What follows belongs to an exercise in optimizing a design on an open flow for small area; a production flow would make more cautious choices. RTL that was checked went through simulation tests only; none was proved equivalent to the original.

Setup of before:
Design svpwm_top, start of the top module:
module svpwm_top
(
    input  logic       clk,
    input  logic       reset,
    input  svpwm_pkg::sample_t    alpha,
    input  svpwm_pkg::sample_t    beta,
    input  logic       in_valid,
    output logic       in_ready,
    output svpwm_pkg::duty_t      duty_u,
    output svpwm_pkg::duty_t      duty_v,
    output svpwm_pkg::duty_t      duty_w,
    output logic       duty_valid,
    output logic [2:0] gate_hi,
    output logic [2:0] gate_lo
);
    logic [11:0] carrier_count;
    logic        period_start;
    logic        period_next;
    logic [11:0] du, dv, dw;
    logic        duty_write;
    logic        pending_valid;
    logic        active_valid;
    logic        active_load;
    space_vector_modulator u_modulator (
        .clk        (clk),
        .reset      (reset),
        .alpha      (alpha),
        .beta       (beta),
        .in_valid   (in_valid),
        .in_ready   (in_ready),
        .duty_u     (du),
        .duty_v     (dv),
        .duty_w     (dw),
        .duty_valid (duty_valid),
        .duty_write (duty_write)
    );
    assign duty_u = {4'b0, du};
    assign duty_v = {4'b0, dv};
    assign duty_w = {4'b0, dw};
    pwm_carrier u_carrier (
        .clk           (clk),
        .reset         (reset),
        .carrier_count (carrier_count),
        .period_start  (period_start),
        .period_next   (period_next)
    );
    always_ff @(posedge clk or posedge reset) begin
        if (reset) begin
            pending_valid <= 1'b0;
            active_valid  <= 1'b0;
        end else begin
            if (duty_valid) begin
                pending_valid <= 1'b1;
            end
            if (period_start) begin
                active_valid <= pending_valid;
            end
        end
    end
    assign active_load = period_next;
    pwm_phase_leg u_leg_u (
        .clk           (clk),
        .reset         (reset),
        .duty          (du),
        .duty_load     (active_load),
        .active_valid  (active_valid),
        .carrier_count (carrier_count),
        .gate_hi       (gate_hi[0]),
        .gate_lo       (gate_lo[0])
    );
    pwm_phase_leg u_leg_v (
        .clk           (clk),
        .reset         (reset),
        .duty          (dv),
        .duty_load     (active_load),
        .active_valid  (active_valid),
        .carrier_count (carrier_count),
  ...
Size: ~980 cells after synthesis, ~91 I/O pins, roughly 10000 um2 of cells after synthesis.
Settings: LEC_CHECK=0, ABC_AREA=1, CAP_MARGIN=0, CORE_MARGIN=2, CORE_UTILIZATION=60, SLEW_MARGIN=0; clock period 10.0 ns.
standard.sh (not shown) runs the stock make flow with config.mk's settings and CLKGATE_MAP_FILE= SYNTH_SCRIPT=/design/flow/synth_recipe.tcl, a recipe that flattens the netlist after the stock synthesis.
==> flow/flow/run.sh <==
#!/bin/bash
# Standard ORFS layout with two changes: an area-oriented ABC mapping script
# (flow/abc_area.script, used through ABC_AREA=1) and single-drive port buffers.
set -euo pipefail
here=$(pwd)
rm -rf "$here/scripts"
cp -r "$FLOW_HOME/scripts" "$here/scripts"
cp "$here/flow/abc_area.script" "$here/scripts/abc_area.script"
bash standard.sh "SCRIPTS_DIR=$here/scripts" \
    "BUFFER_PORTS_ARGS=-buffer_cell sky130_fd_sc_hd__buf_1" \
    "CTS_ARGS=-sink_clustering_enable -repair_clock_nets -sink_clustering_size 24 -sink_clustering_max_diameter 120 -dont_use_dummy_load -buf_list sky130_fd_sc_hd__clkbuf_8" \
    finish > "$here/flow_make.log" 2>&1
==> flow/flow/abc_area.script <==
&get -n
&st
&deepsyn -I 8 -J 50 -T 240
&put
strash
dch -f
amap -F 3 -A 10
topo
stime -c
What after does differently from before at the input level:
==> flow/flow/abc_area.script <==
&get -n
&st
&deepsyn -I 8 -J 50 -T 240
&dch -f
&nf -a
&put
topo
stime -c
--- a/flow/config.mk
+++ b/flow/config.mk
@@ -9,4 +9,4 @@
 export CAP_MARGIN = 0
 export CORE_MARGIN = 2
-export CORE_UTILIZATION = 60
+export CORE_UTILIZATION = 40
 export SLEW_MARGIN = 0
[summary]
- after finished end to end and its layout was clean on timing, DRC and antenna.
- Diff before -> after | critical path depth | down by a little under 10%
- Looking at area after synthesis across after and before, the one that comes out higher is after.
- Lower ratio of final minimum period to clock period was reported by after, not before.
- Between after and before, the later-pin clock latency in the skew report does not differ in any meaningful way.
- From before to after the numbers moved as follows: worst setup margin now sits higher.

========
Setup of alpha:
svpwm_top, a different RTL version from the one above (not shown whole).
Size: roughly 140 flip-flops, ~91 I/O pins, roughly 11000 µm² of cells after synthesis.
## svpwm_top
module svpwm_top
(
    input  logic       clk,
    input  logic       reset,
    input  svpwm_pkg::sample_t    alpha,
    input  svpwm_pkg::sample_t    beta,
    input  logic       in_valid,
    output logic       in_ready,
    output svpwm_pkg::duty_t      duty_u,
    output svpwm_pkg::duty_t      duty_v,
    output svpwm_pkg::duty_t      duty_w,
    output logic       duty_valid,
    output logic [2:0] gate_hi,
    output logic [2:0] gate_lo
);
    logic [11:0] carrier_count;
    logic        period_start;
    logic        period_next;
    logic [11:0] du, dv, dw;
    logic        duty_write;
    logic        pending_valid;
    logic        active_valid;
    logic        active_load;
    space_vector_modulator u_modulator (
        .clk        (clk),
        .reset      (reset),
        .alpha      (alpha),
        .beta       (beta),
        .in_valid   (in_valid),
        .in_ready   (in_ready),
        .duty_u     (du),
        .duty_v     (dv),
        .duty_w     (dw),
        .duty_valid (duty_valid),
        .duty_write (duty_write)
    );
    assign duty_u = {4'b0, du};
    assign duty_v = {4'b0, dv};
    assign duty_w = {4'b0, dw};
    pwm_carrier u_carrier (
        .clk           (clk),
        .reset         (reset),
        .carrier_count (carrier_count),
        .period_start  (period_start),
        .period_next   (period_next)
    );
    always_ff @(posedge clk or posedge reset) begin
        if (reset) begin
            pending_valid <= 1'b0;
            active_valid  <= 1'b0;
        end else begin
            if (duty_valid) begin
  ...
==> flow/config.mk <==
export PLATFORM = sky130hd
export DESIGN_NAME = svpwm_top
export DESIGN_NICKNAME = svpwm_top
export VERILOG_FILES = /design/flow/design.v
export SDC_FILE = /design/flow/constraint.sdc
export NUM_CORES = 4
export LEC_CHECK = 0
export ABC_AREA = 1
export CAP_MARGIN = 0
export CORE_MARGIN = 2
export CORE_UTILIZATION = 40
export SLEW_MARGIN = 0
==> flow/constraint.sdc <==
create_clock -name core_clock -period 10.0 [get_ports {clk}]
set_input_delay 2.0000 -clock core_clock [delete_from_list [all_inputs] [get_ports {clk}]]
set_output_delay 2.0000 -clock core_clock [all_outputs]
set_load 0.01 [all_outputs]
==> flow/flow/abc_area.script <==
&get -n
&st
&deepsyn -T 20
&dch -f
&nf -a
&put
topo
stime -c
Scripts as last shown in full above: flow/flow/run.sh
alpha finished every stage and its layout cleared the timing, design-rule and antenna checks.
Input changes introduced in beta (baseline for comparison: alpha):
Settings: CTS_CLUSTER_DIAMETER newly set to 120; CTS_CLUSTER_SIZE newly set to 24; CAP_MARGIN changed from 0 to 20; SLEW_MARGIN changed from 0 to 20.
diff --git a/flow/flow/run.sh b/flow/flow/run.sh
--- a/flow/flow/run.sh
+++ b/flow/flow/run.sh
@@ -10,3 +10 @@
-    "BUFFER_PORTS_ARGS=-buffer_cell sky130_fd_sc_hd__buf_1" \
-    "CTS_ARGS=-sink_clustering_enable -repair_clock_nets -sink_clustering_size 24 -sink_clustering_max_diameter 120 -dont_use_dummy_load -buf_list sky130_fd_sc_hd__clkbuf_8" \
-    finish > "$here/flow_make.log" 2>&1
+    "BUFFER_PORTS_ARGS=-buffer_cell sky130_fd_sc_hd__buf_1" finish > "$here/flow_make.log" 2>&1
Notes after the runs:
- Taking alpha as the reference point, the final period utilization of beta falls by 0.41 points.
- | non-clock buffer count | beta vs alpha | 3.8% lower |
- The standard cells in beta occupy more silicon area than those in alpha do.
No functional check of the RTL was part of any run of this note.

========
lane 1:
Starting RTL as in the previous note.
export LEC_CHECK = 0
export ABC_AREA = 1
export CAP_MARGIN = 0
export CORE_MARGIN = 2
export CORE_UTILIZATION = 40
export SLEW_MARGIN = 0
create_clock -name core_clock -period 10.0 [get_ports {clk}]
==> flow/flow/run.sh <==
#!/bin/bash
# Standard ORFS layout with two changes: an area-oriented ABC mapping script
# (flow/abc_area.script, used through ABC_AREA=1) and single-drive port buffers.
set -euo pipefail
here=$(pwd)
rm -rf "$here/scripts"
cp -r "$FLOW_HOME/scripts" "$here/scripts"
cp "$here/flow/abc_area.script" "$here/scripts/abc_area.script"
bash standard.sh "SCRIPTS_DIR=$here/scripts" \
    "BUFFER_PORTS_ARGS=-buffer_cell sky130_fd_sc_hd__buf_1" \
    "CTS_ARGS=-sink_clustering_enable -repair_clock_nets -sink_clustering_size 32 -sink_clustering_max_diameter 150 -dont_use_dummy_load -buf_list sky130_fd_sc_hd__clkbuf_8" \
    finish > "$here/flow_make.log" 2>&1
Scripts as last shown in full above: flow/flow/abc_area.script
Every stage of the flow completed for lane 1, and the final layout passed the timing, design-rule and antenna checks.
Relative to lane 1, the following input files were edited for lane 2:
-- flow/flow/run.sh --
<<< lane 1, line 10
    "BUFFER_PORTS_ARGS=-buffer_cell sky130_fd_sc_hd__buf_1" \
    "CTS_ARGS=-sink_clustering_enable -repair_clock_nets -sink_clustering_size 32 -sink_clustering_max_diameter 150 -dont_use_dummy_load -buf_list sky130_fd_sc_hd__clkbuf_8" \
    finish > "$here/flow_make.log" 2>&1
>>> lane 2, line 10
    "BUFFER_PORTS_ARGS=-buffer_cell sky130_fd_sc_hd__buf_1" \
    "CTS_ARGS=-sink_clustering_enable -repair_clock_nets -sink_clustering_size 24 -sink_clustering_max_diameter 120 -dont_use_dummy_load" \
    finish > "$here/flow_make.log" 2>&1
[summary]
Lane 2 completed every stage of the flow, and the final layout passed the timing, design-rule and antenna checks. The flow did not stop early for lane 1: all stages ran, and the layout cleared the timing, design-rule and antenna checks. Compared with lane 1, in lane 2 fraction of area in registers now sits lower. In terms of multi-input gate count, lane 2 and lane 1 differ only marginally.
Function was not checked in any run of this note: the RTL went through the layout flow alone.

========
svpwm_top, a different RTL version from the one above (not shown whole).
Size: about 1,400 cells after synthesis, ~220 flip-flops, ~91 I/O pins, ~14,000 um^2 of cells after synthesis.
clock: 10.0 ns
lec_check: 0
abc_area: 1
cap_margin: 20
core_margin: 2
core_utilization: 40
cts_cluster_diameter: 120
cts_cluster_size: 24
slew_margin: 20
run.sh (not shown) runs the stock make flow with config.mk's settings and CLKGATE_MAP_FILE= SYNTH_SCRIPT=/design/flow/synth_recipe.tcl, a recipe that flattens the netlist after the stock synthesis.
Stock flow here: none of the scripts above is used.
The first run produced a clean layout.
==> next run, changes <==
--- a/flow/config.mk
+++ b/flow/config.mk
@@ -9 +9 @@
-export CAP_MARGIN = 20
+export CAP_MARGIN = 0
@@ -12,3 +12,3 @@
-export CTS_CLUSTER_DIAMETER = 120
-export CTS_CLUSTER_SIZE = 24
-export SLEW_MARGIN = 20
+export CTS_CLUSTER_DIAMETER = 150
+export CTS_CLUSTER_SIZE = 30
+export SLEW_MARGIN = 0
Result: Final area is lower by 0.35%. Area after synthesis does not change. Fmax goes down by 0.70%.
No functional check of the RTL was part of any run of this note.

-- what the ideal ports hide --
How much do the figures lean on ideal ports? The routed layouts below were timed once more, with nothing changed but the port constraints.
Step 1 (the two cells are an assumption about what drives the block):
set clk [get_ports {clk}]
set_driving_cell -lib_cell sky130_fd_sc_hd__clkbuf_16 $clk
set_driving_cell -lib_cell sky130_fd_sc_hd__buf_2 [delete_from_list [all_inputs] $clk]
Step 2 adds t to the input delays and takes it off the output delays; t is the mean of the earliest and latest rising clock arrival at the registers after step 1. Input paths then give back, and output paths get back, about the clock's delay inside the block.
Slacks: ideal ports / drivers / drivers and shift; pairs: ideal ports / drivers.
| run | t (ns) | slack for setup (ns) | hold slack, ns | latest minus earliest clock arrival (ns) | worst register clock-pin slew, ns |
|---|---|---|---|---|---|
| before | 0.483 | 0.447 / 0.447 / 0.447 | 0.436 / 0.436 / 0.436 | 0.038 / 0.038 | 0.09 / 0.09 |
| after | 0.477 | 0.524 / 0.524 / 0.524 | 0.435 / 0.435 / 0.435 | 0.038 / 0.039 | 0.10 / 0.10 |
| alpha | 0.456 | 0.362 / 0.362 / 0.362 | 0.432 / 0.432 / 0.432 | 0.052 / 0.052 | 0.10 / 0.10 |
| beta | 0.475 | 0.403 / 0.403 / 0.403 | 0.448 / 0.448 / 0.448 | 0.021 / 0.021 | 0.08 / 0.08 |
| lane 1 | 0.456 | 0.362 / 0.362 / 0.362 | 0.432 / 0.432 / 0.432 | 0.052 / 0.052 | 0.10 / 0.10 |
| lane 2 | 0.450 | 0.410 / 0.410 / 0.410 | 0.439 / 0.439 / 0.439 | 0.036 / 0.036 | 0.07 / 0.07 |
| the first run of note 4 | 0.522 | 1.074 / 1.074 / 1.074 | 0.465 / 0.465 / 0.465 | 0.018 / 0.018 | 0.10 / 0.10 |
| the second run of note 4 | 0.518 | 1.011 / 1.011 / 1.011 | 0.466 / 0.466 / 0.466 | 0.026 / 0.025 | 0.12 / 0.12 |
After both steps every run listed still meets setup and hold.
